What follows belongs to an exercise in optimizing a design on an open flow for small area, a short achievable clock period and few clock cycles per item; a production flow would make more cautious choices.
At most, simulation tests tie the RTL to the original design; equivalence was not proved.
Power and IR drop assume default switching activity.

== v6 ==
Design pitch_core, start of the top module:
module pitch_core (
    input  logic       i_clk,
    input  logic       reset,
    input  logic       start,
    input  sdram_pkg::mem_addr_t  src_addr,
    input  sdram_pkg::mem_addr_t  dst_addr,
    input  logic [3:0] speed,
    output logic       done,
    output sdram_pkg::mem_req_t   mem_req,
    input  sdram_pkg::mem_data_t  mem_readdata,
    input  logic       finished
);
Settings: LEC_CHECK=0, CAP_MARGIN=20, CORE_MARGIN=2, CORE_UTILIZATION=40, SETUP_SLACK_MARGIN=5, SLEW_MARGIN=20; clock period 10.0 ns.
run.sh (not shown) runs the stock make flow with config.mk's settings and CLKGATE_MAP_FILE= SYNTH_SCRIPT=/design/flow/synth_recipe.tcl, a recipe that flattens the netlist after the stock synthesis.
### v6 -> v7
-- flow/design.v --
<<< v6, line 163
    assign chain_end  = nx_wrap & remh[23];
    assign last_chain = ((r + 3'd1) == step);
    assign pf_next    = lt8 ? (nx_sh || (!remh[23] && remh[22:3] != 20'd0)) : !chain_end;
    logic        has_out, pos_ok;
    logic [1:0]  c_last;
>>> v7, line 163
    assign chain_end  = nx_wrap & remh[23];
    assign last_chain = ((r + 3'd1) == step);
    logic        chain_end_d;
    assign chain_end_d = wrap_d & remh[23];
    assign pf_next    = lt8 ? (!wrap_d || (!remh[23] && remh[22:3] != 20'd0)) : !chain_end_d;
    logic        has_out, pos_ok;
    logic [1:0]  c_last;
<<< v6, line 194
    assign rd_possible = (st == S_WALK) && !req_rd && !nxt_v;
    assign want_cur    = (nsh != 2'd0);
    assign want_pf     = pos_ok && nx_ok && (pf_next || (chain_end && !last_chain));
    assign wr_issue    = port_free && wr_avail && !(rd_possible && want_cur);
    assign rd_issue    = port_free && rd_possible && !wr_issue && (want_cur || want_pf);
    assign rd_addr     = (pos_ok && chain_end) ? srcq : rp;
    logic [15:0] x;
    logic [31:0] head, tail;
>>> v7, line 196
    assign rd_possible = (st == S_WALK) && !req_rd && !nxt_v;
    assign want_cur    = (nsh != 2'd0);
    assign want_pf     = pos_ok && (pf_next || (chain_end_d && !last_chain));
    assign wr_issue    = port_free && wr_avail && !(rd_possible && want_cur);
    assign rd_issue    = port_free && rd_possible && !wr_issue && (want_cur || want_pf);
    assign rd_addr     = (pos_ok && chain_end_d) ? srcq : rp;
    logic [15:0] x;
    logic [31:0] head, tail;
Findings:
Number of placed instances, taps included: higher on v7
Delta (v7 minus v6): fraction of the cycle the final worst path needs has remained practically unchanged; post-synthesis instance area climbed 1.3%; final wirelength shows an increase of about 6%; first-pass GRT wire length went up 4.3%.
Going from v6 to v7, the logic gate share of total power was found to have gone up by 10 points.
Sort v6 and v7 by count of cell instances traversed by the critical path, descending, and v6 comes first.
On final worst setup slack, v6 and v7 are basically level.
Re final worst hold slack: v6 and v7 aren't equal, and the higher value belongs to v6.
Between v6 and v7, the flow reports routed wire length on met2 increasing slightly.
Note that the power recorded for v7 amounts to 1.3 times the value seen in v6.
Measured against each other, v6 and v7 differ in number of cells in the finished layout apart from fillers, the lower figure coming from v6.
Taking v6 as the reference, in v7 fraction of area in non-clock buffers moved up, via count of the first global-routing pass went up 683.
Testbench counts of v7, summed over its fixed seeds: cycles 107,727, words 16,960.
No functional check of the RTL was part of v6.


pitch_core, a different RTL version from the one above (not shown whole).
For scale: about 500 flip-flops, roughly 140 I/O pins, about 28,000 sq um of cells after synthesis.
clock: 10.0 ns
lec_check: 0
cap_margin: 20
core_margin: 2
core_utilization: 40
cts_buf_list: sky130_fd_sc_hd__clkbuf_16
cts_cluster_diameter: 80
cts_cluster_size: 20
setup_slack_margin: 5
slew_margin: 20
standard.sh (not shown) runs the stock make flow with config.mk's settings and CLKGATE_MAP_FILE= SYNTH_SCRIPT=/design/flow/synth_recipe.tcl, a recipe that flattens the netlist after the stock synthesis.
==> flow/flow/run.sh <==
#!/bin/bash
set -e
MARGIN=${MARGIN:-6.5}
bash standard.sh finish SETUP_SLACK_MARGIN=$MARGIN > standard.log 2>&1
Testbench counts at the start, summed over its fixed seeds: cycles 105,755, words 16,960.
Edit:
--- a/flow/design.v
+++ b/flow/design.v
@@ -217,39 +217,40 @@
     assign pos_ok  = (st == S_WALK) && (nsh == 2'd0);
     assign c_last  = (lt8 ? first : (d == 4'd0 && !first)) ? 2'd1 : 2'd3;
     assign fin_now    = q_v && q_last;                   
     assign slot_ok    = !(a_v && a_last) && !fin_now && !res_v;
     logic        early_ok;
     assign early_ok   = (st == S_WALK) && (nsh == 2'd1) && !eq8 && !cstep[1];
     assign issue      = (pos_ok || early_ok) && has_out
                         && ((cstep != c_last) || (pos_ok && slot_ok));
     assign issue_last = issue && (cstep == c_last);
     assign advance    = pos_ok && (!has_out || issue_last);
     assign port_free = !(req_rd | req_wr) | finished;
-    assign rd_fin    = finished & req_rd & (st == S_WALK);
+    assign rd_fin    = finished & req_rd & (st == S_WALK || st == S_LEN || st == S_LEN2);
     assign avail     = nxt_v | rd_fin;
     assign fetched   = nxt_v | req_rd;
     always_comb begin
         if (!advance)       need = nsh;
         else if (chain_end) need = last_chain ? 2'd0 : (lt8 ? 2'd2 : 2'd1);
         else                need = {1'b0, nx_sh};
     end
     assign shift_now = (st == S_WALK) && (need != 2'd0) && avail;
     assign nsh_after = need - {1'b0, shift_now};
     assign wr_avail    = res_v || fin_now;
-    assign rd_possible = (st == S_WALK) && !req_rd && !nxt_v;
-    assign want_cur    = (nsh != 2'd0);
-    assign want_pf     = pos_ok && (pf_next || (chain_end && !last_chain));
+    assign rd_possible = (st == S_WALK) && !nxt_v && (!req_rd || (need != 2'd0));
+    assign want_cur    = req_rd ? (need == 2'd2) : (nsh != 2'd0);
+    assign want_pf     = req_rd ? (!advance && nsh == 2'd1 && pf_next)
+                                : (pos_ok && (pf_next || (chain_end && !last_chain)));
     assign wr_issue    = port_free && wr_avail && !(rd_possible && want_cur);
     assign rd_issue    = port_free && rd_possible && !wr_issue && (want_cur || want_pf);
-    assign rd_addr     = (pos_ok && chain_end) ? srcq : rp;
+    assign rd_addr     = req_rd ? rp + mem_addr_t'(step) : ((pos_ok && chain_end) ? srcq : rp);
     logic [15:0] x;
     logic        selw, is_tail;
     logic [22:0] ms, mc;
     logic        mcin;
     always_comb begin
         selw = cstep[1] | eq8 | nsh[0];
         case ({selw, cstep[0]})
             2'd0: x = lo[31:16];
             2'd1: x = lo[15:0];
             2'd2: x = hi[31:16];
             default: x = hi[15:0];
@@ -285,33 +286,37 @@
             end
             if (wr_issue) req_wr <= 1'b1;
             if (rd_issue) req_rd  <= 1'b1;
             if (st == S_WALK) nsh <= nsh_after;
             if (shift_now)   nxt_v <= 1'b0;
             else if (rd_fin) nxt_v <= 1'b1;
             if (fin_now && !wr_issue) res_v <= 1'b1;
             else if (wr_issue)        res_v <= 1'b0;
             case (st)
                 S_IDLE: if (start) begin
                     req_rd <= 1'b1;
-                    st           <= S_HDR;
+                    nxt_v  <= 1'b0;
+                    st     <= S_HDR;
+                end
+                S_HDR: if (finished) begin
+                    req_rd <= 1'b1;
+                    st     <= S_LEN;
                 end
-                S_HDR: if (finished) st <= S_LEN;
                 S_LEN: st <= (lmh[22:4] == 19'd0) ? S_END : S_LEN2;
                 S_LEN2: begin
                     nsh <= lt8 ? 2'd2 : 2'd1;
                     st  <= S_WALK;
                 end
                 S_WALK: if (advance && chain_end && last_chain) st <= S_END;
                 S_END: begin
-                    if (!a_v && !q_v && !res_v && (!req_wr || finished)) begin
+                    if (!a_v && !q_v && !res_v && (!(req_wr || req_rd) || finished)) begin
                         done <= 1'b1;
                         st   <= S_DONE;
                     end
                 end
                 S_DONE: st <= S_IDLE;
                 default: st <= S_IDLE;
             endcase
         end
     end
     always_ff @(posedge i_clk) begin
         a_x     <= x;
@@ -360,32 +365,35 @@
             S_HDR: begin
                 hdr_first <= 1'b0;
                 if (hdr_first) begin
                     srcq <= srcq + 1'b1;
                     dstq <= dstq + 1'b1;
                     lt8  <= (h < 4'd8);
                     eq8  <= (h == 4'd8);
                     step <= (h < 4'd8) ? 3'(4'd8 - h) : (h == 4'd8) ? 3'd1 : 3'(h - 4'd8);
                 end
                 lmh  <= {1'b0, mem_readdata[31:9]};
                 remh <= {1'b0, mem_readdata[31:9]};
+                if (finished) begin
+                    req_addr <= srcq;
+                    rp       <= srcq;
+                end
             end
             S_LEN: remh <= rem_sub;
             S_LEN2: begin
                 lmh   <= rem_sub;
                 remh  <= rem_sub;
                 r     <= 3'd0;
                 d     <= 4'd0;
                 first <= 1'b1;
                 wa    <= dstq;
-                rp    <= srcq;
                 srcq  <= srcq + 1'b1;
                 dstq  <= dstq + 1'b1;
                 cstep <= lt8 ? 2'd0 : 2'd2;
             end
             S_WALK: begin
                 if (issue) cstep <= cstep + 2'd1;
                 if (issue_last) res_addr <= wa;
                 if (advance) begin
                     if (chain_end) begin
                         r     <= r + 3'd1;
                         d     <= {1'b0, r + 3'd1};
Core utilization grows by 0.39 points.
Non-clock buffer count increases by 25.
Design area came out higher by 5.1%.
Setup slack gains 0.0073 ns.
Area after synthesis increases by 4.3%.
First-iteration DRC count went up by 7.9%.
The RTL of the second run of this note was laid out without a check of its function.


pitch_core, a different RTL version from the one above (not shown whole).
Size in the first run: about 2,600 cells after synthesis, roughly 500 flip-flops, ~140 I/O pins, roughly 29,000 µm² of cells after synthesis.
clock: 10.0 ns
lec_check: 0
cap_margin: 20
core_margin: 2
core_utilization: 40
setup_slack_margin: 5
slew_margin: 20
Scripts as last shown in full above: flow/flow/run.sh
Rerun with:
--- a/flow/design.v
+++ b/flow/design.v
@@ -217,23 +217,23 @@
     assign pos_ok  = (st == S_WALK) && (nsh == 2'd0);
     assign c_last  = (lt8 ? first : (d == 4'd0 && !first)) ? 2'd1 : 2'd3;
     assign fin_now    = q_v && q_last;                   
     assign slot_ok    = !(a_v && a_last) && !fin_now && !res_v;
     logic        early_ok;
     assign early_ok   = (st == S_WALK) && (nsh == 2'd1) && !eq8 && !cstep[1];
     assign issue      = (pos_ok || early_ok) && has_out
                         && ((cstep != c_last) || (pos_ok && slot_ok));
     assign issue_last = issue && (cstep == c_last);
     assign advance    = pos_ok && (!has_out || issue_last);
     assign port_free = !(req_rd | req_wr) | finished;
-    assign rd_fin    = finished & req_rd & (st == S_WALK);
+    assign rd_fin    = finished & req_rd & (st == S_WALK || st == S_LEN || st == S_LEN2);
     assign avail     = nxt_v | rd_fin;
     assign fetched   = nxt_v | req_rd;
     always_comb begin
         if (!advance)       need = nsh;
         else if (chain_end) need = last_chain ? 2'd0 : (lt8 ? 2'd2 : 2'd1);
         else                need = {1'b0, nx_sh};
     end
     assign shift_now = (st == S_WALK) && (need != 2'd0) && avail;
     assign nsh_after = need - {1'b0, shift_now};
     assign wr_avail    = res_v || fin_now;
     assign rd_possible = (st == S_WALK) && !nxt_v && (!req_rd || (need != 2'd0));
@@ -286,33 +286,37 @@
             end
             if (wr_issue) req_wr <= 1'b1;
             if (rd_issue) req_rd  <= 1'b1;
             if (st == S_WALK) nsh <= nsh_after;
             if (shift_now)   nxt_v <= 1'b0;
             else if (rd_fin) nxt_v <= 1'b1;
             if (fin_now && !wr_issue) res_v <= 1'b1;
             else if (wr_issue)        res_v <= 1'b0;
             case (st)
                 S_IDLE: if (start) begin
                     req_rd <= 1'b1;
-                    st           <= S_HDR;
+                    nxt_v  <= 1'b0;
+                    st     <= S_HDR;
+                end
+                S_HDR: if (finished) begin
+                    req_rd <= 1'b1;
+                    st     <= S_LEN;
                 end
-                S_HDR: if (finished) st <= S_LEN;
                 S_LEN: st <= (lmh[22:4] == 19'd0) ? S_END : S_LEN2;
                 S_LEN2: begin
                     nsh <= lt8 ? 2'd2 : 2'd1;
                     st  <= S_WALK;
                 end
                 S_WALK: if (advance && chain_end && last_chain) st <= S_END;
                 S_END: begin
-                    if (!a_v && !q_v && !res_v && (!req_wr || finished)) begin
+                    if (!a_v && !q_v && !res_v && (!(req_wr || req_rd) || finished)) begin
                         done <= 1'b1;
                         st   <= S_DONE;
                     end
                 end
                 S_DONE: st <= S_IDLE;
                 default: st <= S_IDLE;
             endcase
         end
     end
     always_ff @(posedge i_clk) begin
         a_x     <= x;
@@ -361,32 +365,35 @@
             S_HDR: begin
                 hdr_first <= 1'b0;
                 if (hdr_first) begin
                     srcq <= srcq + 1'b1;
                     dstq <= dstq + 1'b1;
                     lt8  <= (h < 4'd8);
                     eq8  <= (h == 4'd8);
                     step <= (h < 4'd8) ? 3'(4'd8 - h) : (h == 4'd8) ? 3'd1 : 3'(h - 4'd8);
                 end
                 lmh  <= {1'b0, mem_readdata[31:9]};
                 remh <= {1'b0, mem_readdata[31:9]};
+                if (finished) begin
+                    req_addr <= srcq;
+                    rp       <= srcq;
+                end
             end
             S_LEN: remh <= rem_sub;
             S_LEN2: begin
                 lmh   <= rem_sub;
                 remh  <= rem_sub;
                 r     <= 3'd0;
                 d     <= 4'd0;
                 first <= 1'b1;
                 wa    <= dstq;
-                rp    <= srcq;
                 srcq  <= srcq + 1'b1;
                 dstq  <= dstq + 1'b1;
                 cstep <= lt8 ? 2'd0 : 2'd2;
             end
             S_WALK: begin
                 if (issue) cstep <= cstep + 2'd1;
                 if (issue_last) res_addr <= wa;
                 if (advance) begin
                     if (chain_end) begin
                         r     <= r + 3'd1;
                         d     <= {1'b0, r + 3'd1};
Via count went up by 3.5%.
Non-clock buffer count increases by 7.
Global-route usage goes up by 0.67 points.
Utilization goes up by 0.15 points.
Wire length is higher by 6.1%.
Hold slack improves by 0.0053 ns.
No functional check of the RTL was part of any run of this note.

## port drivers added, routing unchanged
The flow's constraints put no driver on any port. The routed layouts listed below were extracted and timed again, unchanged, in two steps.
Step 1 (the two cells are an assumption about what drives the block):
set clk [get_ports {i_clk}]
set_driving_cell -lib_cell sky130_fd_sc_hd__clkbuf_16 $clk
set_driving_cell -lib_cell sky130_fd_sc_hd__buf_2 [delete_from_list [all_inputs] $clk]
Step 2, shift: input delay + t, output delay - t, t = (earliest + latest rising clock arrival at the registers) / 2. This alone moves slack from input paths to output paths.
Slacks: ideal ports / drivers / drivers and shift; pairs: ideal ports / drivers.
run | t (ns) | setup WS [ns] | worst setup path at the end | pins driven straight from the clock port
v6 | 0.665 | 5.113 / 5.113 / 4.675 | input to register | 1
v7 | 0.663 | 5.113 / 5.113 / 4.613 | input to register | 1
the first run of note 2 | 0.619 | 6.529 / 6.503 / 5.989 | input to register | 1
the second run of note 2 | 0.640 | 6.536 / 6.489 / 5.983 | input to register | 1
the first run of note 3 | 0.683 | 6.551 / 6.479 / 5.896 | input to register | 1
the second run of note 3 | 0.686 | 6.536 / 6.485 / 5.980 | input to register | 1
After both steps every run listed still meets setup and hold. For the first run of note 3, which loses most, drivers alone change the setup slack by -0.072 ns; drivers and shift together by -0.655 ns.
